Background: an optimization exercise with open tools, aiming at small area. Do not read the settings as production practice.
Only simulation tests tie the RTL to the original design; equivalence was not proved.
Power and IR drop assume default switching activity.

## flow/run.sh

```bash
#!/bin/bash
# Standard ORFS layout (the standard.sh, standard synthesis); the only change is the
# cell used to buffer the ports (buf_1 instead of the flow's default pick).
set -euo pipefail
bash standard.sh "BUFFER_PORTS_ARGS=-buffer_cell sky130_fd_sc_hd__buf_1" finish > standard_flow.log 2>&1
```

## standard.sh

```bash
#!/bin/bash
# synth_recipe.tcl (not shown) runs the flow's synth.tcl, then flattens the netlist and writes it again
# the make line also repeats each setting of config.mk as NAME=value (left out here)
make -C /OpenROAD-flow-scripts/flow DESIGN_CONFIG=/design/flow/config.mk WORK_HOME=/design/flow/orfs CLKGATE_MAP_FILE= SYNTH_SCRIPT=/design/flow/synth_recipe.tcl "${@:-finish}"
```

## config.mk

```make
export PLATFORM = sky130hd
export DESIGN_NAME = agu_pipe_stage
export DESIGN_NICKNAME = agu_pipe_stage
export VERILOG_FILES = /design/flow/design.v
export SDC_FILE = /design/flow/constraint.sdc
export NUM_CORES = 4
export LEC_CHECK = 0
export CAP_MARGIN = 20
export CORE_MARGIN = 2
export CORE_UTILIZATION = 40
export CTS_CLUSTER_DIAMETER = 150
export CTS_CLUSTER_SIZE = 24
export SLEW_MARGIN = 20
export SYNTH_HIERARCHICAL = 1
```

## constraint.sdc

```tcl
create_clock -name core_clock -period 5.5 [get_ports {clk}]
set_input_delay 1.1000 -clock core_clock [delete_from_list [all_inputs] [get_ports {clk}]]
set_output_delay 1.1000 -clock core_clock [all_outputs]
set_load 0.01 [all_outputs]
```

## design.v

```verilog
package agu_pkg;
  localparam int CH_SRC1   = 0;
  localparam int CH_SRC2   = 1;
  localparam int CH_DEST   = 2;
  localparam int CANON_MSB = 47;
  typedef enum logic [1:0] {
    SCALE_1 = 2'd0,
    SCALE_2 = 2'd1,
    SCALE_4 = 2'd2,
    SCALE_8 = 2'd3
  } scale_e;
endpackage
module agu_aoi222 (
  input  logic [2:0] sel_i,
  input  logic [2:0] idx_i,
  output logic       y_n_o
);
  assign y_n_o = ~|(sel_i & idx_i);
endmodule
module agu_nand2 (
  input  logic a_i,
  input  logic b_i,
  output logic y_n_o
);
  assign y_n_o = ~(a_i & b_i);
endmodule
module agu_idx_sel (
  input  logic [3:0] sel_i,
  input  logic [3:0] idx_i,
  output logic       y_o
);
  logic y012_n, y3_n;
  agu_aoi222 u_aoi  (.sel_i(sel_i[2:0]), .idx_i(idx_i[2:0]), .y_n_o(y012_n));
  agu_nand2  u_nand (.a_i(sel_i[3]), .b_i(idx_i[3]), .y_n_o(y3_n));
  assign y_o = ~(y012_n & y3_n);
endmodule
module agu_fa (
  input  logic a_i,
  input  logic b_i,
  input  logic c_i,
  output logic s_o,
  output logic co_o
);
  assign s_o  = a_i ^ b_i ^ c_i;
  assign co_o = (a_i & b_i) | (a_i & c_i) | (b_i & c_i);
endmodule
module agu_ha (
  input  logic a_i,
  input  logic b_i,
  output logic s_o,
  output logic co_o
);
  assign s_o  = a_i ^ b_i;
  assign co_o = a_i & b_i;
endmodule
module agu_carry_net (
  input  logic [62:1] p_i,
  input  logic [62:1] g_i,
  output logic [63:2] cy_o
);
  logic [15:0] gg, gp, gc;   
  assign gg[0] = (g_i[4]) | (g_i[3] & p_i[4]) | (g_i[2] & p_i[4] & p_i[3]) | (g_i[1] & p_i[4] & p_i[3] & p_i[2]);
  assign gp[0] = p_i[1] & p_i[2] & p_i[3] & p_i[4];
  assign gg[1] = (g_i[8]) | (g_i[7] & p_i[8]) | (g_i[6] & p_i[8] & p_i[7]) | (g_i[5] & p_i[8] & p_i[7] & p_i[6]);
  assign gp[1] = p_i[5] & p_i[6] & p_i[7] & p_i[8];
  assign gg[2] = (g_i[12]) | (g_i[11] & p_i[12]) | (g_i[10] & p_i[12] & p_i[11]) | (g_i[9] & p_i[12] & p_i[11] & p_i[10]);
  assign gp[2] = p_i[9] & p_i[10] & p_i[11] & p_i[12];
  assign gg[3] = (g_i[16]) | (g_i[15] & p_i[16]) | (g_i[14] & p_i[16] & p_i[15]) | (g_i[13] & p_i[16] & p_i[15] & p_i[14]);
  assign gp[3] = p_i[13] & p_i[14] & p_i[15] & p_i[16];
  assign gg[4] = (g_i[20]) | (g_i[19] & p_i[20]) | (g_i[18] & p_i[20] & p_i[19]) | (g_i[17] & p_i[20] & p_i[19] & p_i[18]);
  assign gp[4] = p_i[17] & p_i[18] & p_i[19] & p_i[20];
  assign gg[5] = (g_i[24]) | (g_i[23] & p_i[24]) | (g_i[22] & p_i[24] & p_i[23]) | (g_i[21] & p_i[24] & p_i[23] & p_i[22]);
  assign gp[5] = p_i[21] & p_i[22] & p_i[23] & p_i[24];
  assign gg[6] = (g_i[28]) | (g_i[27] & p_i[28]) | (g_i[26] & p_i[28] & p_i[27]) | (g_i[25] & p_i[28] & p_i[27] & p_i[26]);
  assign gp[6] = p_i[25] & p_i[26] & p_i[27] & p_i[28];
  assign gg[7] = (g_i[32]) | (g_i[31] & p_i[32]) | (g_i[30] & p_i[32] & p_i[31]) | (g_i[29] & p_i[32] & p_i[31] & p_i[30]);
  assign gp[7] = p_i[29] & p_i[30] & p_i[31] & p_i[32];
  assign gg[8] = (g_i[36]) | (g_i[35] & p_i[36]) | (g_i[34] & p_i[36] & p_i[35]) | (g_i[33] & p_i[36] & p_i[35] & p_i[34]);
  assign gp[8] = p_i[33] & p_i[34] & p_i[35] & p_i[36];
  assign gg[9] = (g_i[40]) | (g_i[39] & p_i[40]) | (g_i[38] & p_i[40] & p_i[39]) | (g_i[37] & p_i[40] & p_i[39] & p_i[38]);
  assign gp[9] = p_i[37] & p_i[38] & p_i[39] & p_i[40];
  assign gg[10] = (g_i[44]) | (g_i[43] & p_i[44]) | (g_i[42] & p_i[44] & p_i[43]) | (g_i[41] & p_i[44] & p_i[43] & p_i[42]);
  assign gp[10] = p_i[41] & p_i[42] & p_i[43] & p_i[44];
  assign gg[11] = (g_i[48]) | (g_i[47] & p_i[48]) | (g_i[46] & p_i[48] & p_i[47]) | (g_i[45] & p_i[48] & p_i[47] & p_i[46]);
  assign gp[11] = p_i[45] & p_i[46] & p_i[47] & p_i[48];
  assign gg[12] = (g_i[52]) | (g_i[51] & p_i[52]) | (g_i[50] & p_i[52] & p_i[51]) | (g_i[49] & p_i[52] & p_i[51] & p_i[50]);
  assign gp[12] = p_i[49] & p_i[50] & p_i[51] & p_i[52];
  assign gg[13] = (g_i[56]) | (g_i[55] & p_i[56]) | (g_i[54] & p_i[56] & p_i[55]) | (g_i[53] & p_i[56] & p_i[55] & p_i[54]);
  assign gp[13] = p_i[53] & p_i[54] & p_i[55] & p_i[56];
  assign gg[14] = (g_i[60]) | (g_i[59] & p_i[60]) | (g_i[58] & p_i[60] & p_i[59]) | (g_i[57] & p_i[60] & p_i[59] & p_i[58]);
  assign gp[14] = p_i[57] & p_i[58] & p_i[59] & p_i[60];
  assign gg[15] = (g_i[62]) | (g_i[61] & p_i[62]);
  assign gp[15] = p_i[61] & p_i[62];
  assign gc[0] = 1'b0;
  assign gc[1] = gg[0];
  assign gc[2] = gg[1] | (gp[1] & gc[1]);
  assign gc[3] = gg[2] | (gp[2] & gc[2]);
  assign gc[4] = gg[3] | (gp[3] & gc[3]);
  assign gc[5] = gg[4] | (gp[4] & gc[4]);
  assign gc[6] = gg[5] | (gp[5] & gc[5]);
  assign gc[7] = gg[6] | (gp[6] & gc[6]);
  assign gc[8] = gg[7] | (gp[7] & gc[7]);
  assign gc[9] = gg[8] | (gp[8] & gc[8]);
  assign gc[10] = gg[9] | (gp[9] & gc[9]);
  assign gc[11] = gg[10] | (gp[10] & gc[10]);
  assign gc[12] = gg[11] | (gp[11] & gc[11]);
  assign gc[13] = gg[12] | (gp[12] & gc[12]);
  assign gc[14] = gg[13] | (gp[13] & gc[13]);
  assign gc[15] = gg[14] | (gp[14] & gc[14]);
  assign cy_o[2] = g_i[1];
  assign cy_o[3] = g_i[2] | (p_i[2] & cy_o[2]);
  assign cy_o[4] = g_i[3] | (p_i[3] & cy_o[3]);
  assign cy_o[5] = g_i[4] | (p_i[4] & cy_o[4]);
  assign cy_o[6] = g_i[5] | (p_i[5] & gc[1]);
  assign cy_o[7] = g_i[6] | (p_i[6] & cy_o[6]);
  assign cy_o[8] = g_i[7] | (p_i[7] & cy_o[7]);
  assign cy_o[9] = g_i[8] | (p_i[8] & cy_o[8]);
  assign cy_o[10] = g_i[9] | (p_i[9] & gc[2]);
  assign cy_o[11] = g_i[10] | (p_i[10] & cy_o[10]);
  assign cy_o[12] = g_i[11] | (p_i[11] & cy_o[11]);
  assign cy_o[13] = g_i[12] | (p_i[12] & cy_o[12]);
  assign cy_o[14] = g_i[13] | (p_i[13] & gc[3]);
  assign cy_o[15] = g_i[14] | (p_i[14] & cy_o[14]);
  assign cy_o[16] = g_i[15] | (p_i[15] & cy_o[15]);
  assign cy_o[17] = g_i[16] | (p_i[16] & cy_o[16]);
  assign cy_o[18] = g_i[17] | (p_i[17] & gc[4]);
  assign cy_o[19] = g_i[18] | (p_i[18] & cy_o[18]);
  assign cy_o[20] = g_i[19] | (p_i[19] & cy_o[19]);
  assign cy_o[21] = g_i[20] | (p_i[20] & cy_o[20]);
  assign cy_o[22] = g_i[21] | (p_i[21] & gc[5]);
  assign cy_o[23] = g_i[22] | (p_i[22] & cy_o[22]);
  assign cy_o[24] = g_i[23] | (p_i[23] & cy_o[23]);
  assign cy_o[25] = g_i[24] | (p_i[24] & cy_o[24]);
  assign cy_o[26] = g_i[25] | (p_i[25] & gc[6]);
  assign cy_o[27] = g_i[26] | (p_i[26] & cy_o[26]);
  assign cy_o[28] = g_i[27] | (p_i[27] & cy_o[27]);
  assign cy_o[29] = g_i[28] | (p_i[28] & cy_o[28]);
  assign cy_o[30] = g_i[29] | (p_i[29] & gc[7]);
  assign cy_o[31] = g_i[30] | (p_i[30] & cy_o[30]);
  assign cy_o[32] = g_i[31] | (p_i[31] & cy_o[31]);
  assign cy_o[33] = g_i[32] | (p_i[32] & cy_o[32]);
  assign cy_o[34] = g_i[33] | (p_i[33] & gc[8]);
  assign cy_o[35] = g_i[34] | (p_i[34] & cy_o[34]);
  assign cy_o[36] = g_i[35] | (p_i[35] & cy_o[35]);
  assign cy_o[37] = g_i[36] | (p_i[36] & cy_o[36]);
  assign cy_o[38] = g_i[37] | (p_i[37] & gc[9]);
  assign cy_o[39] = g_i[38] | (p_i[38] & cy_o[38]);
  assign cy_o[40] = g_i[39] | (p_i[39] & cy_o[39]);
  assign cy_o[41] = g_i[40] | (p_i[40] & cy_o[40]);
  assign cy_o[42] = g_i[41] | (p_i[41] & gc[10]);
  assign cy_o[43] = g_i[42] | (p_i[42] & cy_o[42]);
  assign cy_o[44] = g_i[43] | (p_i[43] & cy_o[43]);
  assign cy_o[45] = g_i[44] | (p_i[44] & cy_o[44]);
  assign cy_o[46] = g_i[45] | (p_i[45] & gc[11]);
  assign cy_o[47] = g_i[46] | (p_i[46] & cy_o[46]);
  assign cy_o[48] = g_i[47] | (p_i[47] & cy_o[47]);
  assign cy_o[49] = g_i[48] | (p_i[48] & cy_o[48]);
  assign cy_o[50] = g_i[49] | (p_i[49] & gc[12]);
  assign cy_o[51] = g_i[50] | (p_i[50] & cy_o[50]);
  assign cy_o[52] = g_i[51] | (p_i[51] & cy_o[51]);
  assign cy_o[53] = g_i[52] | (p_i[52] & cy_o[52]);
  assign cy_o[54] = g_i[53] | (p_i[53] & gc[13]);
  assign cy_o[55] = g_i[54] | (p_i[54] & cy_o[54]);
  assign cy_o[56] = g_i[55] | (p_i[55] & cy_o[55]);
  assign cy_o[57] = g_i[56] | (p_i[56] & cy_o[56]);
  assign cy_o[58] = g_i[57] | (p_i[57] & gc[14]);
  assign cy_o[59] = g_i[58] | (p_i[58] & cy_o[58]);
  assign cy_o[60] = g_i[59] | (p_i[59] & cy_o[59]);
  assign cy_o[61] = g_i[60] | (p_i[60] & cy_o[60]);
  assign cy_o[62] = g_i[61] | (p_i[61] & gc[15]);
  assign cy_o[63] = g_i[62] | (p_i[62] & cy_o[62]);
endmodule
module agu_addr_calc (
  input  logic [63:0] base_i,
  input  logic [63:0] index_i,
  input  logic        index_valid_i,
  input  logic [1:0]  scale_i,
  input  logic [31:0] disp_i,
  output logic [63:0] sum_o
);
  logic [3:0]  sel;
  logic [63:0] t_n;
  logic [63:0] sidx, dext, s, p;
  logic [63:1] c, g;
  logic [63:2] cy;
  assign dext   = {{32{disp_i[31]}}, disp_i};
  assign sel[0] = index_valid_i & (scale_i == 2'd0);
  assign sel[1] = index_valid_i & (scale_i == 2'd1);
  assign sel[2] = index_valid_i & (scale_i == 2'd2);
  assign sel[3] = index_valid_i & (scale_i == 2'd3);
  assign sidx[0] = sel[0] & index_i[0];
  assign sidx[1] = (sel[0] & index_i[1]) | (sel[1] & index_i[0]);
  assign sidx[2] = (sel[0] & index_i[2]) | (sel[1] & index_i[1]) | (sel[2] & index_i[0]);
  for (genvar i = 3; i < 64; i++) begin : g_sel
    agu_idx_sel u_sel (
      .sel_i (sel),
      .idx_i ({index_i[i-3], index_i[i-2], index_i[i-1], index_i[i]}),
      .y_o   (sidx[i])
    );
  end
  for (genvar i = 0; i < 64; i++) begin : g_csa
    if (i < 63) begin : g_fa
      agu_fa u_fa (.a_i(base_i[i]), .b_i(sidx[i]), .c_i(dext[i]), .s_o(s[i]), .co_o(c[i+1]));
    end else begin : g_fa_top
      logic unused_co;
      agu_fa u_fa (.a_i(base_i[i]), .b_i(sidx[i]), .c_i(dext[i]), .s_o(s[i]), .co_o(unused_co));
    end
  end
  assign p[0] = s[0];
  for (genvar i = 1; i < 63; i++) begin : g_pg
    agu_ha u_ha (.a_i(s[i]), .b_i(c[i]), .s_o(p[i]), .co_o(g[i]));
  end
  assign p[63] = s[63] ^ c[63];
  assign g[63] = 1'b0;   
  agu_carry_net u_cn (.p_i(p[62:1]), .g_i(g[62:1]), .cy_o(cy));
  assign sum_o = {p[63:2] ^ cy, p[1:0]};
endmodule
import agu_pkg::*;
module agu_sec_load
#(
  parameter int W = 1
) (
  input  logic [W-1:0] load_i,
  input  logic [W-1:0] hold_i,
  input  logic [W-1:0] new_i,
  input  logic [W-1:0] cur_i,
  output logic [W-1:0] next_o
);
  assign next_o = (load_i & new_i) | (hold_i & cur_i);
endmodule
module agu_head_load_n
#(
  parameter int W = 1
) (
  input  logic [W-1:0] load_i,
  input  logic [W-1:0] shift_i,
  input  logic [W-1:0] hold_i,
  input  logic [W-1:0] new_i,
  input  logic [W-1:0] sec_i,
  input  logic [W-1:0] cur_i,
  output logic [W-1:0] next_n_o
);
  assign next_n_o = ~((load_i & new_i) | (shift_i & sec_i) | (hold_i & cur_i));
endmodule
module agu_pipe_stage
#(
  parameter int ADDR_W    = 64,
  parameter int NUM_CH    = 3,
  parameter int DISP_W    = 32,
  parameter int PAYLOAD_W = 256,
  parameter int DEPTH     = 2
) (
  input  logic                     clk,
  input  logic                     resetN,
  input  logic                     flushIn,
  input  logic                     inValid,
  output logic                     inReady,
  input  logic [PAYLOAD_W-1:0]     inPayload,
  input  logic [NUM_CH-1:0]        inMemAccess,
  input  logic [NUM_CH*ADDR_W-1:0] inBase,
  input  logic [NUM_CH*ADDR_W-1:0] inIndex,
  input  logic [NUM_CH-1:0]        inIndexValid,
  input  logic [NUM_CH*2-1:0]      inScale,
  input  logic [NUM_CH*DISP_W-1:0] inDisp,
  output logic                     outValid,
  input  logic                     outReady,
  output logic [PAYLOAD_W-1:0]     outPayload,
  output logic [NUM_CH-1:0]        outMemAccess,
  output logic [NUM_CH*ADDR_W-1:0] outAddr,
  output logic [NUM_CH-1:0]        outFault,
  output logic [31:0]              acceptedCount
);
  localparam int ENTRY_W = PAYLOAD_W + NUM_CH + NUM_CH*ADDR_W;
  localparam int MEM_LSB = NUM_CH*ADDR_W;
  logic [NUM_CH*ADDR_W-1:0] calc_sum;
  logic [ENTRY_W-1:0]       push_entry;
  logic [ENTRY_W-1:0]       head_q, sec_q, head_n_d, sec_d;
  logic [1:0]  count_q;
  logic [31:0] acc_cnt_q;
  logic        rdy_en_q;
  logic        push, pop;
  for (genvar c = 0; c < NUM_CH; c++) begin : g_ch
    agu_addr_calc u_calc (
      .base_i        (inBase[c*ADDR_W +: ADDR_W]),
      .index_i       (inIndex[c*ADDR_W +: ADDR_W]),
      .index_valid_i (inIndexValid[c]),
      .scale_i       (inScale[c*2 +: 2]),
      .disp_i        (inDisp[c*DISP_W +: DISP_W]),
      .sum_o         (calc_sum[c*ADDR_W +: ADDR_W])
    );
  end
  assign push_entry = {inPayload, inMemAccess, calc_sum};
  assign inReady  = rdy_en_q & ~count_q[1];
  assign outValid = (count_q != 2'd0);
  assign push     = inValid & inReady & ~flushIn;
  assign pop      = outValid & outReady & ~flushIn;
  always_ff @(posedge clk or negedge resetN) begin
    if (!resetN) begin
      count_q  <= 2'd0;
      rdy_en_q <= 1'b0;
    end else begin
      rdy_en_q <= 1'b1;
      if (flushIn) begin
        count_q <= 2'd0;
      end else begin
        if (push & ~pop) count_q <= count_q + 2'd1;
        if (pop & ~push) count_q <= count_q - 2'd1;
      end
    end
  end
  logic        cnt_inc;
  logic [31:0] cnt_tog;
  assign cnt_inc = push & ~&acc_cnt_q;
  for (genvar i = 0; i < 32; i++) begin : g_cnt
    if (i == 0) assign cnt_tog[i] = cnt_inc;
    else        assign cnt_tog[i] = cnt_inc & (&acc_cnt_q[i-1:0]);
  end
  always_ff @(posedge clk or negedge resetN) begin
    if (!resetN) acc_cnt_q <= '0;
    else         acc_cnt_q <= acc_cnt_q ^ cnt_tog;
  end
  logic sec_ld, sec_hold, head_ld, head_shift, head_hold;
  assign sec_ld     = ~count_q[1];
  assign sec_hold   = count_q[1];
  assign head_ld    = (count_q == 2'd0) | ((count_q == 2'd1) & pop);
  assign head_shift = count_q[1] & pop;
  assign head_hold  = ~head_ld & ~head_shift;
  logic [ENTRY_W-1:0] sec_ld_v, sec_hold_v, head_ld_v, head_shift_v, head_hold_v;
  assign sec_hold_v  = {ENTRY_W{sec_hold}};
  assign head_hold_v = {ENTRY_W{head_hold}};
  assign sec_ld_v[ENTRY_W-1:MEM_LSB]     = {(ENTRY_W-MEM_LSB){sec_ld}};
  assign head_ld_v[ENTRY_W-1:MEM_LSB]    = {(ENTRY_W-MEM_LSB){head_ld}};
  assign head_shift_v[ENTRY_W-1:MEM_LSB] = {(ENTRY_W-MEM_LSB){head_shift}};
  for (genvar c = 0; c < NUM_CH; c++) begin : g_sel
    assign sec_ld_v[c*ADDR_W +: ADDR_W]     = {ADDR_W{sec_ld & inMemAccess[c]}};
    assign head_ld_v[c*ADDR_W +: ADDR_W]    = {ADDR_W{head_ld & inMemAccess[c]}};
    assign head_shift_v[c*ADDR_W +: ADDR_W] = {ADDR_W{head_shift & sec_q[MEM_LSB + c]}};
  end
  agu_sec_load #(.W(ENTRY_W)) u_sec (
    .load_i (sec_ld_v), .hold_i (sec_hold_v), .new_i (push_entry), .cur_i (sec_q),
    .next_o (sec_d)
  );
  agu_head_load_n #(.W(ENTRY_W)) u_head (
    .load_i (head_ld_v), .shift_i (head_shift_v), .hold_i (head_hold_v),
    .new_i (push_entry), .sec_i (sec_q), .cur_i (head_q), .next_n_o (head_n_d)
  );
  always_ff @(posedge clk) begin
    sec_q  <= sec_d;
    head_q <= ~head_n_d;
  end
  assign outPayload   = head_q[ENTRY_W-1 -: PAYLOAD_W];
  assign outMemAccess = head_q[MEM_LSB +: NUM_CH];
  assign outAddr      = head_q[NUM_CH*ADDR_W-1:0];
  for (genvar c = 0; c < NUM_CH; c++) begin : g_fault
    logic [ADDR_W-1:CANON_MSB] upper;
    assign upper       = head_q[c*ADDR_W + CANON_MSB +: ADDR_W - CANON_MSB];
    assign outFault[c] = ~(&upper) & (|upper);
  end
  assign acceptedCount = acc_cnt_q;
endmodule
```

==> run_results.csv, run 1 <==
group,metric,value,unit
synth,yosysSeqAreaShare,42.0,%
synth,synth_compound_area_share,28.4,%
floorplanning,initial_core_util,40.2,%
synth,synth_ff_type,"dfxtp_1",
synth,synth_edf_count,0,
synth,synthTopCellsByArea,"dfxtp_1 (40%), a222oi_1 (14%), a22o_1 (8.8%), fa_1 (8.5%), ha_1 (5.2%)",
synth,synth_top_area_share,40.1,%
synth,synth_nets,5315,
outcome,stop_stage,"I/O pin placement",
synth,synth_cell_types,63,
synth,synth_mux_area_share,0.133,%
synth,synth_adder_area_share,13.8,%
synth,postSynthCellCount,4181,
synth,post-synth-top-count-cell,"dfxtp_1",
synth,synth.largest_area_cell,"dfxtp_1",
synth,synthesis.area,0.0451,sq mm
synth,ys_async_sr_fraction,3.74,%
synth,synth-simple-area-share,7.22,%
synth,yosys_warnings,7,
outcome,status,"stopped before the end",
synth,synth_common_cells,"dfxtp_1 (902), a222oi_1 (634), inv_1 (483)",
synth,ys_ff_latch,937,
floorplanning,row_count,123,
floorplanning,die_w,340,um
synth,synth_top_family_by_area,"compound AO/OA/AOI/OAI gates",
outcome,error_line,"[ERROR PPL-0024] Number of IO pins (1241) exceeds maximum number of available positions (1226). Increase the die perimeter from 1358.58um to 1687.76um.",
synth,synthXorXnorAreaFrac,4.12,%
synth,postSynthAreaPerCell,10.8,sq um
floorplanning,die_y,340,um
[logic make-up after synthesis]
| family | after synthesis |
|---|---|
| AOI/OAI and AO/OA | 1446 |
| buffers and inverters | 502 |
| adders and majority gates | 381 |
| other | 1 |
| and+or+nand+nor | 696 |
| xor gates and xnor gates | 212 |
| muxes | 6 |
| DFF | 937 |
[Yosys stat by module, one instance, submodules excluded, excerpt]
module | area [sq um] | cells inside
agu_pipe_stage | 21700 | 1560
agu_nand2 | 3.75 | 1
agu_idx_sel | 3.75 | 1
agu_aoi222 | 10.0 | 1
agu_addr_calc | 671 | 80
agu_fa | 20.0 | 1
agu_carry_net | 1160 | 184
agu_ha | 12.5 | 1
==> run 2, diff against run 1 <==
--- a/config.mk
+++ b/config.mk
@@ -6,9 +6,9 @@
 export NUM_CORES = 4
 export LEC_CHECK = 0
-export CAP_MARGIN = 20
-export CORE_MARGIN = 2
-export CORE_UTILIZATION = 40
+export CAP_MARGIN = 0
+export CORE_AREA = 2.3 2.72 351.7 351.28
 export CTS_CLUSTER_DIAMETER = 150
 export CTS_CLUSTER_SIZE = 24
-export SLEW_MARGIN = 20
+export DIE_AREA = 0 0 354 354
+export SLEW_MARGIN = 0
 export SYNTH_HIERARCHICAL = 1
==> run_results.csv, run 2 <==
group,metric,value,unit
synth,yosys_warnings,7,
synth,synth_cell_types,63,
outcome,status,"no timing/DRC/antenna violations",
placed_design,place_area,0.0554,sq mm
synth,synth_nets,5315,
finish,largest_registers,"head_q: 451 flops, sec_q: 451 flops, acc_cnt_q: 32 flops",
global_routing,grt_max_degree,139,
sta,min_period_over_period,94.6,%
synth,synth-simple-area-share,7.22,%
clock_tree,htree_num_levels,2,
worst_setup_path,crit_start,"inScale[3]",
finish,multi_input_area,0.0243,sq mm
run,maxCapViolations,0,
clock_tree,clkTransAtPathRegs,0.10,ns
sta,final-hold-violation-count,0,
clock_tree,cts_tree,"built",
pwr,power_density,506,mW/mm^2
hold_path,hp-start,"sec_q[43]$_DFF_P_",
synth,post-synth-top-count-cell,"dfxtp_1",
floorplanning,die_w,354,um
global_routing,grt_overflow_total,0,
placed_design,place_congestion,0.989,
finish,area.growth.synth_to_final,26.2,%
floorplanning,core,0.122,sq mm
pwr,irDropWorstVdd,0.408,mV
worst_setup_path,r2r_start,"count_q[1]$_DFFE_PN0P_",
synth,synthXorXnorAreaFrac,4.12,%
sta,setup_viol,0,
floorplanning,initial_core_util,37.1,%
sta,finalCriticalPeriod,5.20,ns
pwr,power_leakage,26.3,nW
finish,fillers,11700,
route,vias,44500,
route,antenna_left,0,
route,drt-vias-per-instance,5.87,
finish,mostFrequentLayoutCell,"buf_1",
synth,synth_common_cells,"dfxtp_1 (902), a222oi_1 (634), inv_1 (483)",
finish,drive_above_1_share,9.98,%
synth,synth_ff_type,"dfxtp_1",
floorplanning,die-area,0.125,sq mm
sta,relSlewSlack,29.5,%
sta,tightest_slew,1.06,ns
placed_design,portBuffers,1240,
synth,synth_top_area_share,40.1,%
finish,nNetsFinal,7044,
placed_design,pre_cts_slack,-0.524,ns
route,drt_iter0_drc,7482,
synth,synth_mux_area_share,0.133,%
synth,yosysSeqAreaShare,42.0,%
route,first_pass_iters,13,
worst_setup_path,worst_setup_path_end_kind,"flop",
route,routed_wl,199,mm
worst_setup_path,cp.required,6.06,ns
sta,timing.final.ws_setup,0.296,ns
synth,synth_edf_count,0,
clock_tree,cts_max_path_buffers,3,
global_routing,grt_pass1_vias,42100,
synth,synth.largest_area_cell,"dfxtp_1",
global_routing,grt_pass1_wl,285,mm
route,wl_per_cell,26.2,um
synth,ys_ff_latch,937,
synth,synth_top_family_by_area,"compound AO/OA/AOI/OAI gates",
finish,final_cell_mix,"buf_1 (1236), dfxtp_1 (902), a222oi_1 (634)",
route,drcViolationCount,0,
synth,postSynthCellCount,4181,
synth,synthTopCellsByArea,"dfxtp_1 (40%), a222oi_1 (14%), a22o_1 (8.8%), fa_1 (8.5%), ha_1 (5.2%)",
worst_setup_path,startpoint_type,"input port",
synth,postSynthAreaPerCell,10.8,sq um
floorplanning,die_y,354,um
synth,synthesis.area,0.0451,sq mm
clock_tree,postCtsHoldBufs,0,
floorplanning,row_count,128,
sta,clock_skew,0.0562,ns
synth,synth_compound_area_share,28.4,%
worst_setup_path,critPathKind,"in -> reg",
global_routing,gr-usage-all-layers,30.0,%
clock_tree,ctsRootBufferMaster,"clkbuf_16",
worst_setup_path,cp_max_fo,35,
placed_design,hpwl,154,mm
floorplanning,io_pins,1241,
synth,synth_adder_area_share,13.8,%
worst_setup_path,crit_arrival,5.76,ns
synth,ys_async_sr_fraction,3.74,%
clock_tree,clock_latency,0.67,ns
hold_path,hp-class,"reg -> reg",
finish,fin_area,0.0569,sq mm
finish,regArea,0.0189,sq mm
clock_tree,clock-sinks,937,
sta,fmax,192,MHz
sta,maxSlewViolCount,0,
global_routing,antenna_found_initial,68,
clock_tree,cts_made_buffers,45,
run 2: cell counts after synthesis:
No cell type changed its count.
run 2: per-stage QoR:
step	util [%]	hold slack, ns	instances	power, mW	setup TNS [ns]
global placement	45.6	0.443	7482	24.7	-29.78
finish	46.8	0.454	7582	28.8	0
global route	46.8	0.489	7569	30.4	-0.0653
detailed placement	45.6	0.446	7482	24.8	-32.86
floorplan	-	0.434	4181	18.1	-
CTS	46.6	0.446	7539	28.8	0
run 2: modules after synthesis (local to each module, per instance), excerpt:
| module | cells | flip-flops and latches |
|---|---|---|
| agu_ha | 1 | 0 |
| agu_nand2 | 1 | 0 |
| agu_addr_calc | 80 | 0 |
| agu_aoi222 | 1 | 0 |
| agu_idx_sel | 1 | 0 |
| agu_pipe_stage | 1560 | 937 |
run 2: per-layer routing:
layer / global-route usage, % / share of wire [%] / vias up
li1: - / - / 20000
met1: 36.4 / 38 / 21800
met2: 47.9 / 46 / 2207
met3: 8.05 / 9.4 / 413
met4: 17.6 / 6.2 / 42
met5: 0 / 0.14 / -
run 2: cell families (layout without fill, tap and decap cells):
family / after synthesis / count (layout)
compound gates: 1446 / 1446
simple gates: 696 / 698
other cells: 1 / 38
fa+ha+maj: 381 / 381
xor+xnor: 212 / 212
flops: 937 / 937
buf+inv: 502 / 2239
mux: 6 / 6
run 2: worst paths after layout:
kind,end,slack (ns),cells after the start
max in group asynchronous,count_q[1]$_DFFE_PN0P_,4.32,1
min,head_q[43]$_DFF_P_,0.45,2
min in group asynchronous,acc_cnt_q[1]$_DFF_PN0_,0.54,1
max reg2reg,head_q[67]$_DFF_P_,1.39,8
max,head_q[108]$_DFF_P_,0.30,19
min reg2reg,head_q[43]$_DFF_P_,0.45,2
run 2: critical path, cell delays in order:
cell	delay, ns
buf_1	0.15
nand2b_4	0.17
nor2_4	0.05
buf_4	0.26
a222oi_1	0.40
nand2_1	0.12
fa_1	0.50
ha_1	0.35
and2_1	0.19
a221o_1	0.33
a22oi_1	0.24
o21ai_0	0.18
or2_1	0.38
a221oi_1	0.44
o21bai_1	0.14
a21o_1	0.20
xor2_1	0.17
a222oi_1	0.30
inv_1	0.06
run 2: what timing repair did:
action                     CTS  global route
setup endpoints to repair    0            47
gates resized for setup      0             9
setup buffers                0             4
run 2: report_power, final:
group | leakage, nW | internal [mW] | total, mW | switching (mW)
Sequential | 8.03 | 9.56 | 11.3 | 1.77
Combinational | 17.7 | 5.34 | 13.6 | 8.23
Clock | 0.612 | 1.55 | 3.89 | 2.34
run 2: area by class of cell:
| type | instances | area share, % |
|---|---|---|
| clock inverters | 4 | 0.156 |
| flip-flops and latches | 937 | 33.3 |
| clock buffers | 53 | 2.07 |
| multi-input cells | 2744 | 42.7 |
| inverters | 483 | 3.20 |
| repair buffers | 1699 | 14.8 |
| well taps | 1625 | 3.58 |
| diodes | 37 | 0.163 |
==> run 3, diff against run 2 <==
--- a/config.mk
+++ b/config.mk
@@ -6,9 +6,9 @@
 export NUM_CORES = 4
 export LEC_CHECK = 0
-export CAP_MARGIN = 0
+export CAP_MARGIN = 20
 export CORE_AREA = 2.3 2.72 351.7 351.28
 export CTS_CLUSTER_DIAMETER = 150
 export CTS_CLUSTER_SIZE = 24
 export DIE_AREA = 0 0 354 354
-export SLEW_MARGIN = 0
+export SLEW_MARGIN = 20
 export SYNTH_HIERARCHICAL = 1
==> run_results.csv, run 3 <==
group,metric,value,unit
floorplanning,io_pins,1241,
clock_tree,clkTransAtPathRegs,0.10,ns
synth,yosys_warnings,7,
global_routing,antenna_found_initial,68,
clock_tree,cts_max_path_buffers,3,
synth,synth_top_area_share,40.1,%
placed_design,pre_cts_slack,-0.524,ns
synth,postSynthCellCount,4181,
clock_tree,clock-sinks,937,
synth,synth_edf_count,0,
sta,maxSlewViolCount,0,
sta,min_period_over_period,94.6,%
floorplanning,die-area,0.125,sq mm
placed_design,dp.cells,7482,
placed_design,place_congestion,0.989,
route,vias,44500,
route,drcViolationCount,0,
finish,largest_registers,"head_q: 451 flops, sec_q: 451 flops, acc_cnt_q: 32 flops",
worst_setup_path,cp.required,6.06,ns
synth,ys_async_sr_fraction,3.74,%
worst_setup_path,critPathKind,"in -> reg",
synth,post-synth-top-count-cell,"dfxtp_1",
clock_tree,clock_latency,0.67,ns
synth,yosysSeqAreaShare,42.0,%
floorplanning,row_count,128,
route,wl_per_cell,26.2,um
sta,tightest_slew,1.06,ns
placed_design,hpwl,154,mm
worst_setup_path,crit_buf_inv,3,
placed_design,place_area,0.0554,sq mm
sta,clock_skew,0.0562,ns
worst_setup_path,crit_arrival,5.76,ns
synth,postSynthAreaPerCell,10.8,sq um
floorplanning,die_w,354,um
hold_path,hp-class,"reg -> reg",
pwr,irDropWorstVdd,0.408,mV
sta,finalCriticalPeriod,5.20,ns
pwr,power_leakage,26.3,nW
finish,nNetsFinal,7044,
sta,setup_viol,0,
finish,fin_area,0.0569,sq mm
worst_setup_path,cp_slowest_cell,"fa_1",
floorplanning,initial_core_util,37.1,%
clock_tree,cts_made_buffers,45,
synth,synth_common_cells,"dfxtp_1 (902), a222oi_1 (634), inv_1 (483)",
worst_setup_path,worst_setup_path_end_kind,"flop",
floorplanning,core,0.122,sq mm
global_routing,grt_max_degree,139,
finish,drive_above_1_share,9.98,%
worst_setup_path,crit_chain,"buf_1 > nand2b_4 > nor2_4 > buf_4 > a222oi_1 > nand2_1 > fa_1 > ha_1 > and2_1 > a221o_1 > a22oi_1 > o21ai_0 > or2_1 > a221oi_1 > o21bai_1 > a21o_1 > xor2_1 > a222oi_1 > inv_1",
outcome,status,"no timing/DRC/antenna violations",
pwr,power_density,506,mW/mm^2
route,routed_wl,199,mm
synth,synthesis.area,0.0451,sq mm
sta,final-hold-violation-count,0,
sta,relSlewSlack,29.5,%
global_routing,gr-usage-all-layers,30.0,%
global_routing,grt_pass1_vias,42100,
synth,synthTopCellsByArea,"dfxtp_1 (40%), a222oi_1 (14%), a22o_1 (8.8%), fa_1 (8.5%), ha_1 (5.2%)",
synth,synth_cell_types,63,
synth,synth_ff_type,"dfxtp_1",
worst_setup_path,startpoint_type,"input port",
sta,fin_setup_tns,0,ns
clock_tree,cts_tree,"built",
clock_tree,htree_num_levels,2,
worst_setup_path,cp_max_fo,35,
finish,mostFrequentLayoutCell,"buf_1",
sta,fmax,192,MHz
sta,timing.final.ws_setup,0.296,ns
synth,synth.largest_area_cell,"dfxtp_1",
synth,ys_ff_latch,937,
global_routing,grt_overflow_total,0,
worst_setup_path,cp_common_cell,"a222oi_1",
global_routing,grt_pass1_wl,285,mm
synth,synth_nets,5315,
finish,area.growth.synth_to_final,26.2,%
run,maxCapViolations,0,
sta,holdWs,0.454,ns
route,drt-vias-per-instance,5.87,
route,antenna_left,0,
floorplanning,die_y,354,um
placed_design,portBuffers,1240,
finish,final_cell_mix,"buf_1 (1236), dfxtp_1 (902), a222oi_1 (634)",
route,first_pass_iters,13,
worst_setup_path,crit_family,"compound AO/OA/AOI/OAI gates",
clock_tree,ctsRootBufferMaster,"clkbuf_16",
clock_tree,postCtsHoldBufs,0,
finish,instances_no_fill,7582,
worst_setup_path,critPathMaxStageDelay,0.50,ns
route,drt_iter0_drc,7482,
## run 3: cells by family (layout without fill, tap and decap cells)
| kind of cell | after synthesis | after routing | synth area share [%] |
|---|---|---|---|
| DFF | 937 | 937 | 42.0 |
| AOI/OAI and AO/OA | 1446 | 1446 | 28.4 |
| other | 1 | 38 | 0.00832 |
| xor gates and xnor gates | 212 | 212 | 4.12 |
| muxes | 6 | 6 | 0.133 |
| and+or+nand+nor | 696 | 698 | 7.22 |
| buffers and inverters | 502 | 2239 | 4.36 |
| adders and majority gates | 381 | 381 | 13.8 |
## run 3: worst min-delay path: stages, from the launching register on
cell and delay (ns):
dfxtp_1 0.34, a222oi_1 0.08, inv_1 0.05
## run 3: layer usage
metal  wire length, um  part of all wire (%)  vias up  GRT usage (%)
li1                  -                     -    20000              -
met5               270                  0.14        -              0
met1             75800                    38    21800           36.4
met3             18700                   9.4      413           8.05
met2             91800                    46     2207           47.9
met4             12300                   6.2       42           17.6
## run 3: area by class of cell
cell class / count / area [sq um]
clock buffers: 53 / 1180
fillers: 11700 / 64700
multi-input cells: 2744 / 24300
diodes: 37 / 92.6
clock inverters: 4 / 88.8
flip-flops and latches: 937 / 18900
well taps: 1625 / 2030
repair buffers: 1699 / 8430
inverters: 483 / 1820
## run 3: metrics by stage
stage / utilization (%) / total power, mW
finish: 46.8 / 28.8
global route: 46.8 / 30.4
CTS: 46.6 / 28.8
detailed placement: 45.6 / 24.8
global placement: 45.6 / 24.7
floorplan: - / 18.1
## run 3: what timing repair did
action                                 4_1_cts  5_1_grt
buffers inserted                             0        4
setup endpoints to repair                    0       47
resized for setup                            0        9
endpoints found under the hold margin        0        0
## run 3: worst paths after layout
| check | start | endpoint | slack, ns | cells past startpoint |
|---|---|---|---|---|
| max | inScale[3] | head_q[108]$_DFF_P_ | 0.30 | 19 |
| min | sec_q[43]$_DFF_P_ | head_q[43]$_DFF_P_ | 0.45 | 2 |
| max reg2reg | count_q[1]$_DFFE_PN0P_ | head_q[67]$_DFF_P_ | 1.39 | 8 |
| min reg2reg | sec_q[43]$_DFF_P_ | head_q[43]$_DFF_P_ | 0.45 | 2 |
| max in group asynchronous | resetN | count_q[1]$_DFFE_PN0P_ | 4.32 | 1 |
| min in group asynchronous | resetN | acc_cnt_q[1]$_DFF_PN0_ | 0.54 | 1 |
## run 3: power by group
group | leakage, nW | total [mW] | internal [mW] | switching [mW]
clock network | 0.612 | 3.89 | 1.55 | 2.34
registers | 8.03 | 11.3 | 9.56 | 1.77
logic | 17.7 | 13.6 | 5.34 | 8.23
## run 3: Yosys stat by module, one instance, submodules excluded, excerpt
module,cells inside,flops+latches
agu_idx_sel,1,0
agu_addr_calc,80,0
agu_fa,1,0
agu_nand2,1,0
agu_carry_net,184,0
agu_ha,1,0
agu_pipe_stage,1560,937
agu_aoi222,1,0
==> run 4, diff against run 3 <==
--- a/config.mk
+++ b/config.mk
@@ -11,4 +11,6 @@
 export CTS_CLUSTER_SIZE = 24
 export DIE_AREA = 0 0 354 354
+export GPL_TIMING_DRIVEN = 0
+export SETUP_SLACK_MARGIN = 0.1
 export SLEW_MARGIN = 20
 export SYNTH_HIERARCHICAL = 1
==> run_results.csv, run 4 <==
group,metric,value,unit
sta,maxSlewViolCount,0,
worst_setup_path,r2r_start,"count_q[1]$_DFFE_PN0P_",
route,topRoutingLayerUsed,"met5",
floorplanning,initial_core_util,37.1,%
worst_setup_path,rr_worst_depth,16,
clock_tree,postCtsHoldBufs,0,
synth,postSynthAreaPerCell,10.8,sq um
route,drt_iter0_drc,6875,
worst_setup_path,startpoint_type,"input port",
finish,mostFrequentLayoutCell,"buf_1",
synth,yosysSeqAreaShare,42.0,%
synth,synth.largest_area_cell,"dfxtp_1",
outcome,status,"no timing/DRC/antenna violations",
finish,area.growth.synth_to_final,23.3,%
clock_tree,cts_made_buffers,45,
finish,nNetsFinal,6717,
route,drcViolationCount,0,
synth,ys_async_sr_fraction,3.74,%
route,routed_wl,194,mm
synth,post-synth-top-count-cell,"dfxtp_1",
global_routing,gr-usage-all-layers,29.3,%
finish,largest_registers,"head_q: 451 flops, sec_q: 451 flops, acc_cnt_q: 32 flops",
placed_design,place_area,0.0538,sq mm
pwr,comb_power_share,47.2,%
sta,relSlewSlack,33.1,%
sta,setup_viol,0,
clock_tree,cts_max_path_buffers,3,
worst_setup_path,crit_arrival,5.91,ns
route,wl_met2,90.6,mm
sta,clock_skew,0.0656,ns
sta,finalCriticalPeriod,5.35,ns
pwr,switching_share,42.6,%
floorplanning,core,0.122,sq mm
pwr,internal-power,16.5,mW
synth,synth_nets,5315,
placed_design,hpwl,152,mm
finish,drive_above_1_share,5.11,%
worst_setup_path,cp.required,6.06,ns
finish,fillers,11900,
global_routing,grt_overflow_total,0,
clock_tree,htree_num_levels,2,
synth,synth_edf_count,0,
sta,fmax,187,MHz
floorplanning,io_pins,1241,
clock_tree,clock_latency,0.69,ns
run,maxCapViolations,0,
clock_tree,clock-sinks,937,
worst_setup_path,worst_setup_path_end_kind,"flop",
global_routing,grt_max_degree,105,
synth,synthesis.area,0.0451,sq mm
floorplanning,die_w,354,um
pwr,irDropWorstVdd,0.339,mV
route,vias,43200,
global_routing,grt_pass1_wl,279,mm
route,drt-met1-wl,73.3,mm
sta,tightest_slew,1.00,ns
hold_path,hp-class,"in -> async",
synth,yosys_warnings,7,
route,dr_wl_met3,18.6,mm
pwr,p_seq_share,39.0,%
finish,fin_area,0.0555,sq mm
sta,rsz0062_at_grt,"no",
clock_tree,clkTransAtPathRegs,0.10,ns
pwr,p_switching,12.3,mW
route,antenna_left,0,
floorplanning,row_count,128,
clock_tree,cts_tree,"built",
finish,final_cell_mix,"buf_1 (1227), dfxtp_1 (902), a222oi_1 (634)",
floorplanning,die-area,0.125,sq mm
floorplanning,die_y,354,um
route,wl_per_cell,26.7,um
sta,fin_setup_tns,0,ns
worst_setup_path,cp_max_fo,7,
clock_tree,ctsRootBufferMaster,"clkbuf_16",
synth,synthTopCellsByArea,"dfxtp_1 (40%), a222oi_1 (14%), a22o_1 (8.8%), fa_1 (8.5%), ha_1 (5.2%)",
worst_setup_path,crit_start,"inIndexValid[2]",
placed_design,place_congestion,0.977,
global_routing,grt_pass1_vias,40800,
pwr,power_leakage,25.1,nW
route,drt-vias-per-instance,5.95,
sta,final-hold-violation-count,0,
synth,ys_ff_latch,937,
synth,postSynthCellCount,4181,
sta,min_period_over_period,97.2,%
placed_design,portBuffers,1237,
global_routing,antenna_found_initial,83,
synth,synth_top_area_share,40.1,%
pwr,clkPwrFrac,13.8,%
synth,synth_ff_type,"dfxtp_1",
pwr,power_density,518,mW/mm^2
route,first_pass_iters,12,
worst_setup_path,critPathKind,"in -> reg",
synth,synth_cell_types,63,
synth,synth_common_cells,"dfxtp_1 (902), a222oi_1 (634), inv_1 (483)",
-- run 4: power by group through the flow --
stage	clock, mW	sequential, mW	combinational [mW]
floorplan	0	11.6	6.50
detailed placement	0	11.3	13.4
finish	3.98	11.2	13.6
global route	4.30	11.5	14.6
CTS	4.08	11.2	13.5
global placement	0	10.6	10.1
-- run 4: per-stage QoR --
step                hold WS (ns)  std cells  util, %  setup WS (ns)  power (mW)
floorplan                  0.434       4181        -         -69.71        18.1
global placement           0.442       7043     42.6        -239.44        20.6
detailed placement         0.446       7141     44.3         -0.987        24.7
CTS                        0.284       7205     45.4         0.0475        28.8
global route               0.309       7244     45.7         0.0904        30.4
finish                     0.316       7258     45.7          0.154        28.8
-- run 4: cell families (layout without fill, tap and decap cells) --
kind of cell | after synthesis | in the layout | share of synthesized area, %
flops | 937 | 937 | 42.0
buf+inv | 502 | 1906 | 4.36
other cells | 1 | 41 | 0.00832
simple gates | 696 | 704 | 7.22
mux | 6 | 6 | 0.133
compound gates | 1446 | 1446 | 28.4
fa+ha+maj | 381 | 381 | 13.8
xor+xnor | 212 | 212 | 4.12
-- run 4: repair_timing --
item,in CTS,in global routing
resized for setup,9,40
cloned,3,5
buffers inserted,4,8
pin swaps,3,23
setup endpoints to repair,79,99
-- run 4: critical path: stages --
cell and delay (ns):
clkbuf_2 0.24, nand2_4 0.19, nor2_4 0.06, buf_4 0.17
a222oi_1 0.34, nand2_1 0.15, fa_1 0.50, ha_1 0.35
and3_1 0.17, a2111o_1 0.48, o2111ai_4 0.32, a211oi_2 0.16
or2_1 0.25, buf_6 0.15, a311o_1 0.30, a21o_1 0.21
a21o_1 0.19, xor2_1 0.18, a222oi_1 0.31, inv_1 0.07
-- run 4: routing by layer --
metal / vias up / track usage, %
met5: - / 0
met4: 58 / 15.5
met3: 407 / 8.13
met2: 2103 / 47.8
met1: 21200 / 35.0
li1: 19400 / -
-- run 4: worst paths after layout --
path,to,slack (ns)
worst max-delay path,head_q[184]$_DFF_P_,0.15
worst min-delay path,acc_cnt_q[4]$_DFF_PN0_,0.32
worst max register to register,head_q[146]$_DFF_P_,0.40
worst min register to register,head_q[403]$_DFF_P_,0.45
max in group asynchronous,count_q[1]$_DFFE_PN0P_,4.74
min in group core_clock,head_q[403]$_DFF_P_,0.45
-- run 4: modules after synthesis (local to each module, per instance), excerpt --
module,area (sq um),flip-flops and latches,copies in the design
agu_idx_sel,3.75,0,183
agu_nand2,3.75,0,183
agu_aoi222,10.0,0,183
agu_addr_calc,671,0,3
agu_ha,12.5,0,186
agu_carry_net,1160,0,3
-- run 4: cell type report --
type | count | area [sq um] | share of cell area [%]
Antenna cell | 40 | 100 | 0.180
Buffer | 19 | 154 | 0.277
Clock buffer | 51 | 1160 | 2.09
Clock inverter | 6 | 135 | 0.243
Inverter | 483 | 1820 | 3.28
Multi-Input combinational cell | 2750 | 24500 | 44.1
Sequential cell | 937 | 18900 | 34.1
Tap cell | 1625 | 2030 | 3.66
Timing Repair Buffer | 1347 | 6710 | 12.1
==> run 5, diff against run 4 <==
--- a/config.mk
+++ b/config.mk
@@ -8,6 +8,7 @@
 export CAP_MARGIN = 20
 export CORE_AREA = 2.3 2.72 351.7 351.28
-export CTS_CLUSTER_DIAMETER = 150
-export CTS_CLUSTER_SIZE = 24
+export CTS_BUF_LIST = sky130_fd_sc_hd__clkbuf_8
+export CTS_CLUSTER_DIAMETER = 100
+export CTS_CLUSTER_SIZE = 16
 export DIE_AREA = 0 0 354 354
 export GPL_TIMING_DRIVEN = 0
==> run_results.csv, run 5 <==
group,metric,value,unit
global_routing,antenna_found_initial,89,
synth,synth_nets,5315,
placed_design,pre_cts_slack,-0.987,ns
finish,final_cell_mix,"buf_1 (1229), dfxtp_1 (902), a222oi_1 (634)",
placed_design,dp.cells,7141,
worst_setup_path,startpoint_type,"input port",
synth,synth_cell_types,63,
worst_setup_path,cp_max_fo,7,
global_routing,grt_pass1_wl,280,mm
synth,ys_ff_latch,937,
synth,synth_ff_type,"dfxtp_1",
pwr,power_leakage,25.1,nW
clock_tree,htree_num_levels,3,
global_routing,gr-usage-all-layers,29.5,%
hold_path,hp-class,"in -> async",
synth,post-synth-top-count-cell,"dfxtp_1",
clock_tree,cts_made_buffers,72,
finish,multi_input_area,0.0244,sq mm
sta,min_period_over_period,96.2,%
floorplanning,core,0.122,sq mm
clock_tree,clock_latency,0.79,ns
finish,drive_above_1_share,5.52,%
worst_setup_path,crit_chain,"clkbuf_2 > nand2_4 > nor2_4 > buf_4 > a222oi_1 > nand2_1 > fa_1 > ha_1 > and3_1 > a2111o_1 > o2111ai_4 > a211oi_2 > or2_1 > buf_6 > a311o_1 > a21o_1 > a21o_1 > xor2_1 > a222oi_1 > inv_1",
sta,tightest_slew,1.00,ns
floorplanning,initial_core_util,37.1,%
worst_setup_path,cp.required,6.16,ns
finish,instances_no_fill,7302,
clock_tree,clkTransAtPathRegs,0.11,ns
synth,postSynthCellCount,4181,
sta,relSlewSlack,33.2,%
clock_tree,cts_tree,"built",
route,first_pass_iters,11,
route,vias,43400,
route,drt-vias-per-instance,5.94,
clock_tree,clock-sinks,937,
synth,ys_async_sr_fraction,3.74,%
synth,synth_edf_count,0,
clock_tree,postCtsHoldBufs,0,
finish,regArea,0.0189,sq mm
floorplanning,die_w,354,um
finish,largest_registers,"head_q: 451 flops, sec_q: 451 flops, acc_cnt_q: 32 flops",
sta,timing.final.ws_setup,0.210,ns
route,drcViolationCount,0,
floorplanning,die-area,0.125,sq mm
worst_setup_path,worst_setup_path_end_kind,"flop",
finish,mostFrequentLayoutCell,"buf_1",
clock_tree,cts_max_path_buffers,3,
worst_setup_path,critPathKind,"in -> reg",
sta,rsz0062_at_grt,"no",
sta,holdWs,0.213,ns
synth,synth_top_area_share,40.1,%
synth,synth_common_cells,"dfxtp_1 (902), a222oi_1 (634), inv_1 (483)",
finish,fillers,11900,
pwr,irDropWorstVdd,0.313,mV
placed_design,portBuffers,1237,
pwr,power_density,515,mW/mm^2
worst_setup_path,critPathMaxStageDelay,0.52,ns
sta,final-hold-violation-count,0,
sta,finalCriticalPeriod,5.29,ns
outcome,status,"no timing/DRC/antenna violations",
worst_setup_path,cp_slowest_cell,"a2111o_1",
synth,synthTopCellsByArea,"dfxtp_1 (40%), a222oi_1 (14%), a22o_1 (8.8%), fa_1 (8.5%), ha_1 (5.2%)",
finish,nNetsFinal,6741,
finish,area.growth.synth_to_final,23.0,%
sta,fmax,189,MHz
floorplanning,row_count,128,
synth,postSynthAreaPerCell,10.8,sq um
worst_setup_path,crit_arrival,5.95,ns
pwr,power.total,28.6,mW
floorplanning,die_y,354,um
synth,synth.largest_area_cell,"dfxtp_1",
route,wl_per_cell,26.7,um
route,drt_iter0_drc,7029,
global_routing,grt_pass1_vias,41100,
global_routing,grt_max_degree,105,
synth,synthesis.area,0.0451,sq mm
sta,setup_viol,0,
sta,maxSlewViolCount,0,
placed_design,hpwl,152,mm
route,antenna_left,0,
route,routed_wl,195,mm
floorplanning,io_pins,1241,
synth,yosys_warnings,7,
run,maxCapViolations,0,
placed_design,place_congestion,0.977,
global_routing,grt_overflow_total,0,
synth,yosysSeqAreaShare,42.0,%
sta,clock_skew,0.0573,ns
clock_tree,ctsRootBufferMaster,"clkbuf_8",
==> run 5: cell counts after synthesis <==
Identical to the previous run, type by type.
==> run 5: cells by family after synthesis <==
| kind of cell | share of synthesized area (%) |
|---|---|
| mux | 0.133 |
| flops | 42.0 |
| other cells | 0.00832 |
| simple gates | 7.22 |
| fa+ha+maj | 13.8 |
| xor+xnor | 4.12 |
| buf+inv | 4.36 |
| compound gates | 28.4 |
==> run 5: power breakdown <==
part	internal [mW]	switching [mW]	leakage, nW
clock	1.29	2.50	0.651
sequential	9.56	1.64	8.03
combinational	5.32	8.26	16.4
total	16.2	12.4	25.1
==> run 5: layout make-up <==
| class | instances | area share, % |
|---|---|---|
| Tap cell | 1625 | 3.67 |
| Sequential cell | 937 | 34.2 |
| Clock inverter | 23 | 0.386 |
| Timing Repair Buffer | 1346 | 12.1 |
| Inverter | 483 | 3.28 |
| Clock buffer | 74 | 1.84 |
| Multi-Input combinational cell | 2748 | 44.0 |
| Antenna cell | 47 | 0.212 |
| Buffer | 19 | 0.278 |
==> run 5: path summary, 6_finish.rpt <==
check | cells after the start | startpoint | endpoint | slack, ns
max | 20 | inIndexValid[2] | head_q[184]$_DFF_P_ | 0.21
min | 1 | resetN | acc_cnt_q[6]$_DFF_PN0_ | 0.21
max reg2reg | 16 | count_q[1]$_DFFE_PN0P_ | head_q[187]$_DFF_P_ | 0.46
min reg2reg | 2 | sec_q[255]$_DFF_P_ | head_q[255]$_DFF_P_ | 0.46
max in group asynchronous | 2 | resetN | acc_cnt_q[30]$_DFF_PN0_ | 4.82
min in group core_clock | 2 | sec_q[255]$_DFF_P_ | head_q[255]$_DFF_P_ | 0.46
==> run 5: critical path: cells and delay by family <==
family	cells	cell delay, ns
fa+ha+maj	2	0.85
xor+xnor	1	0.19
buf+inv	4	0.59
simple gates	5	0.84
compound gates	8	2.36
==> run 5: through the flow <==
step | TNS (ns) | utilization [%] | instance area, sq um
after floorplan | - | - | 45100
after global placement | - | 42.6 | 51700
after detailed placement | -122.18 | 44.3 | 53800
after CTS | 0 | 45.3 | 55100
after global routing | 0 | 45.6 | 55400
final | 0 | 45.6 | 55400
==> run 5: Yosys stat by module, one instance, submodules excluded, a selection <==
| module | cell area, sq um | flip-flops and latches | cells |
|---|---|---|---|
| agu_addr_calc | 671 | 0 | 80 |
| agu_aoi222 | 10.0 | 0 | 1 |
| agu_carry_net | 1160 | 0 | 184 |
| agu_fa | 20.0 | 0 | 1 |
| agu_ha | 12.5 | 0 | 1 |
| agu_idx_sel | 3.75 | 0 | 1 |
| agu_nand2 | 3.75 | 0 | 1 |
| agu_pipe_stage | 21700 | 937 | 1560 |
==> run 5: routing by layer <==
metal | vias up | part of all wire [%] | global-route usage (%)
li1 | 19500 | - | -
met3 | 456 | 9.9 | 8.65
met1 | 21300 | 38 | 35.0
met2 | 2122 | 46 | 47.3
met4 | 60 | 6.2 | 17.5
met5 | - | 0.20 | 0
==> run 5: timing repair <==
| action | CTS | global route |
|---|---|---|
| endpoints found under the setup margin | 30 | 83 |
| pin swaps | 3 | 6 |
| gates resized for setup | 5 | 27 |
| cloned | 3 | 3 |
| buffers inserted | 3 | 8 |
==> run 6, diff against run 5 <==
--- a/design.v
+++ b/design.v
@@ -11,18 +11,4 @@
   } scale_e;
 endpackage
-module agu_aoi222 (
-  input  logic [2:0] sel_i,
-  input  logic [2:0] idx_i,
-  output logic       y_n_o
-);
-  assign y_n_o = ~|(sel_i & idx_i);
-endmodule
-module agu_nand2 (
-  input  logic a_i,
-  input  logic b_i,
-  output logic y_n_o
-);
-  assign y_n_o = ~(a_i & b_i);
-endmodule
 module agu_idx_sel (
   input  logic [3:0] sel_i,
@@ -30,8 +16,5 @@
   output logic       y_o
 );
-  logic y012_n, y3_n;
-  agu_aoi222 u_aoi  (.sel_i(sel_i[2:0]), .idx_i(idx_i[2:0]), .y_n_o(y012_n));
-  agu_nand2  u_nand (.a_i(sel_i[3]), .b_i(idx_i[3]), .y_n_o(y3_n));
-  assign y_o = ~(y012_n & y3_n);
+  assign y_o = |(sel_i & idx_i);
 endmodule
 module agu_fa (
==> run_results.csv, run 6 <==
group,metric,value,unit
sta,final-hold-violation-count,0,
placed_design,hpwl,150,mm
worst_setup_path,critPathKind,"in -> reg",
worst_setup_path,cp.required,6.16,ns
clock_tree,cts_tree,"built",
finish,fin_area,0.0553,sq mm
clock_tree,ctsRootBufferMaster,"clkbuf_8",
route,routed_wl,192,mm
finish,largest_registers,"head_q: 451 flops, sec_q: 451 flops, acc_cnt_q: 32 flops",
clock_tree,clkTransAtPathRegs,0.12,ns
worst_setup_path,r2r_start,"count_q[1]$_DFFE_PN0P_",
placed_design,dp.cells,7115,
sta,relSlewSlack,34.2,%
hold_path,hp-class,"in -> async",
worst_setup_path,crit_arrival,5.89,ns
route,drcViolationCount,0,
floorplanning,initial_core_util,37.2,%
clock_tree,cts_made_buffers,70,
outcome,status,"no timing/DRC/antenna violations",
worst_setup_path,cp_max_fo,33,
worst_setup_path,startpoint_type,"input port",
sta,finalCriticalPeriod,5.23,ns
floorplanning,die-area,0.125,sq mm
synth,ys_async_sr_fraction,3.74,%
worst_setup_path,cp_slowest_cell,"and3_4",
global_routing,grt_overflow_total,0,
synth,synth_edf_count,0,
sta,rsz0062_at_grt,"yes",
route,antenna_left,0,
finish,final_cell_mix,"buf_1 (1229), dfxtp_1 (902), inv_1 (480)",
synth,yosys_warnings,7,
finish,fillers,11900,
synth,synth_ff_type,"dfxtp_1",
clock_tree,cts_max_path_buffers,3,
placed_design,place_area,0.0539,sq mm
clock_tree,clock_latency,0.78,ns
synth,ys_ff_latch,937,
floorplanning,die_w,354,um
finish,drive_above_1_share,5.30,%
pwr,power_density,512,mW/mm^2
sta,min_period_over_period,95.2,%
floorplanning,die_y,354,um
finish,area.growth.synth_to_final,22.3,%
synth,synthTopCellsByArea,"dfxtp_1 (40%), a222oi_1 (10%), a22o_1 (8.8%), fa_1 (8.5%), a22oi_1 (6.2%)",
route,drt_iter0_drc,5947,
worst_setup_path,worst_setup_path_end_kind,"flop",
run,maxCapViolations,0,
global_routing,gr-usage-all-layers,28.8,%
finish,instances_no_fill,7262,
synth,synth_cell_types,65,
synth,yosysSeqAreaShare,41.8,%
route,first_pass_iters,10,
finish,mostFrequentLayoutCell,"buf_1",
clock_tree,clock-sinks,937,
synth,postSynthAreaPerCell,10.9,sq um
sta,timing.final.ws_setup,0.265,ns
synth,synth.largest_area_cell,"dfxtp_1",
global_routing,antenna_found_initial,80,
sta,maxSlewViolCount,0,
sta,clock_skew,0.0636,ns
synth,postSynthCellCount,4157,
finish,post-route-util,45.5,%
synth,synth_nets,5291,
worst_setup_path,crit_chain,"buf_1 > and3_4 > buf_12 > a22oi_1 > nand2_1 > fa_1 > ha_1 > a21oi_1 > o31ai_2 > a41o_1 > a31o_1 > a31o_1 > buf_6 > a41o_1 > a221oi_2 > a21oi_1 > xnor2_1 > xnor2_1 > a222oi_1 > inv_1",
placed_design,pre_cts_slack,-0.717,ns
finish,nNetsFinal,6710,
route,drt-vias-per-instance,5.95,
synth,synth_common_cells,"dfxtp_1 (902), inv_1 (471), a22o_1 (457)",
finish,multi_input_area,0.0246,sq mm
placed_design,place_congestion,0.936,
synth,post-synth-top-count-cell,"dfxtp_1",
pwr,power_leakage,25.0,nW
route,wl_per_cell,26.5,um
worst_setup_path,critPathMaxStageDelay,0.51,ns
global_routing,grt_max_degree,105,
sta,setup_viol,0,
synth,synthesis.area,0.0452,sq mm
sta,fmax,191,MHz
global_routing,grt_pass1_wl,275,mm
worst_setup_path,crit_start,"inIndexValid[2]",
floorplanning,row_count,128,
floorplanning,core,0.122,sq mm
floorplanning,io_pins,1241,
clock_tree,htree_num_levels,3,
global_routing,grt_pass1_vias,40900,
pwr,irDropWorstVdd,0.324,mV
synth,synth_top_area_share,39.9,%
placed_design,portBuffers,1237,
sta,fin_setup_tns,0,ns
finish,regArea,0.0189,sq mm
route,vias,43200,
sta,tightest_slew,0.987,ns
run 6: cell count changes in the layout (fill, tap and decap cells not counted), sizes merged, moves of 9 or more:
| cell | delta |
|---|---|
| or2 | -9 |
| nand3 | -12 |
| a22oi | +363 |
| a211oi | +9 |
| a21o | +9 |
| nand2b | -12 |
| a222oi | -183 |
| nand2 | -189 |
| diode | -10 |
| inv | -11 |
run 6: area by class of cell:
cell class                      instances  area share (%)
Antenna cell                           37           0.167
Buffer                                 19           0.278
Clock buffer                           72            1.79
Clock inverter                         24           0.389
Inverter                              471            3.21
Multi-Input combinational cell       2736            44.4
Sequential cell                       937            34.2
Tap cell                             1625            3.67
Timing Repair Buffer                 1341            11.9
run 6: per-module statistics from Yosys, one instance, submodules excluded, excerpt:
module          cell area (sq um)  cells
agu_pipe_stage              21700   1560
agu_addr_calc                 671     80
agu_ha                       12.5      1
agu_carry_net                1150    176
agu_idx_sel                  18.8      3
agu_fa                       20.0      1
run 6: through the flow:
step	power, mW	hold WS, ns
floorplan	18.1	0.434
global placement	20.5	0.442
detailed placement	24.5	0.445
CTS	28.4	0.111
global route	30.0	0.156
finish	28.4	0.200
run 6: worst paths after layout:
| kind | to | slack [ns] | cells after the start |
|---|---|---|---|
| min | acc_cnt_q[29]$_DFF_PN0_ | 0.20 | 1 |
| min in group core_clock | head_q[157]$_DFF_P_ | 0.44 | 2 |
| max reg2reg | head_q[77]$_DFF_P_ | 0.39 | 19 |
| max | head_q[191]$_DFF_P_ | 0.27 | 20 |
| max in group asynchronous | count_q[1]$_DFFE_PN0P_ | 4.81 | 2 |
| min reg2reg | head_q[157]$_DFF_P_ | 0.44 | 2 |
run 6: logic make-up after synthesis:
logic type | after synthesis | synth area share, %
AOI/OAI and AO/OA | 1653 | 30.7
DFF | 937 | 41.8
buffers and inverters | 490 | 4.25
and+or+nand+nor | 477 | 5.23
adders and majority gates | 381 | 13.7
xor gates and xnor gates | 212 | 4.10
muxes | 6 | 0.133
other | 1 | 0.00829
run 6: worst max-delay path: cells and delay by family:
family	cells	cell delay (ns)
AND/OR/NAND/NOR	2	0.66
buffers and inverters	4	0.74
AO/OA/AOI/OAI	10	2.26
adder cells (fa/ha/maj)	2	0.83
XOR/XNOR	2	0.30
run 6: what timing repair did:
item,in CTS,in global routing
buffers inserted,0,8
gates resized for setup,0,9
hold buffers,0,0
setup endpoints to repair,0,57
run 6: where the power goes:
part	total [mW]	internal (mW)	switching, mW
logic	13.3	5.31	8.01
registers	11.3	9.56	1.70
clock network	3.76	1.33	2.43
run 6: layer usage:
metal,vias to the layer above,track usage [%],part of all wire (%)
met5,-,0,0.23
met3,422,9.17,10
met2,2088,46.3,46
met4,64,15.7,5.6
li1,19400,-,-
met1,21200,34.3,38

==> afterwards: timing with drivers on the ports <==
Ports are ideal in the flow. The routed layouts listed here were re-timed in OpenROAD.
Step 1 (the two cells are an assumption about what drives the block):
set clk [get_ports {clk}]
set_driving_cell -lib_cell sky130_fd_sc_hd__clkbuf_16 $clk
set_driving_cell -lib_cell sky130_fd_sc_hd__buf_2 [delete_from_list [all_inputs] $clk]
Step 2 times the ports against the registers' clock, not the clock port: input delays grow and output delays shrink by t, the midpoint of the rising clock arrivals with the driver on.
Three values: no drivers, after step 1, after step 2; two values: the first two.
run	shift t [ns]	setup WS [ns]	clock arrival spread, ns	slew at the worst register clock pin (ns)
run 2	0.729	0.296 / 0.351 / -0.378	0.062 / 0.062	0.12 / 0.12
run 3	0.729	0.296 / 0.351 / -0.378	0.062 / 0.062	0.12 / 0.12
run 4	0.738	0.154 / 0.215 / -0.524	0.071 / 0.071	0.12 / 0.12
run 5	0.840	0.210 / 0.266 / -0.574	0.057 / 0.058	0.12 / 0.12
run 6	0.814	0.265 / 0.324 / -0.490	0.088 / 0.088	0.12 / 0.12
Met with ideal ports but missed after step 2: setup timing in every run listed. The setup slack of run 5, which loses most, moves by +0.056 ns with the drivers and by -0.784 ns with both steps.
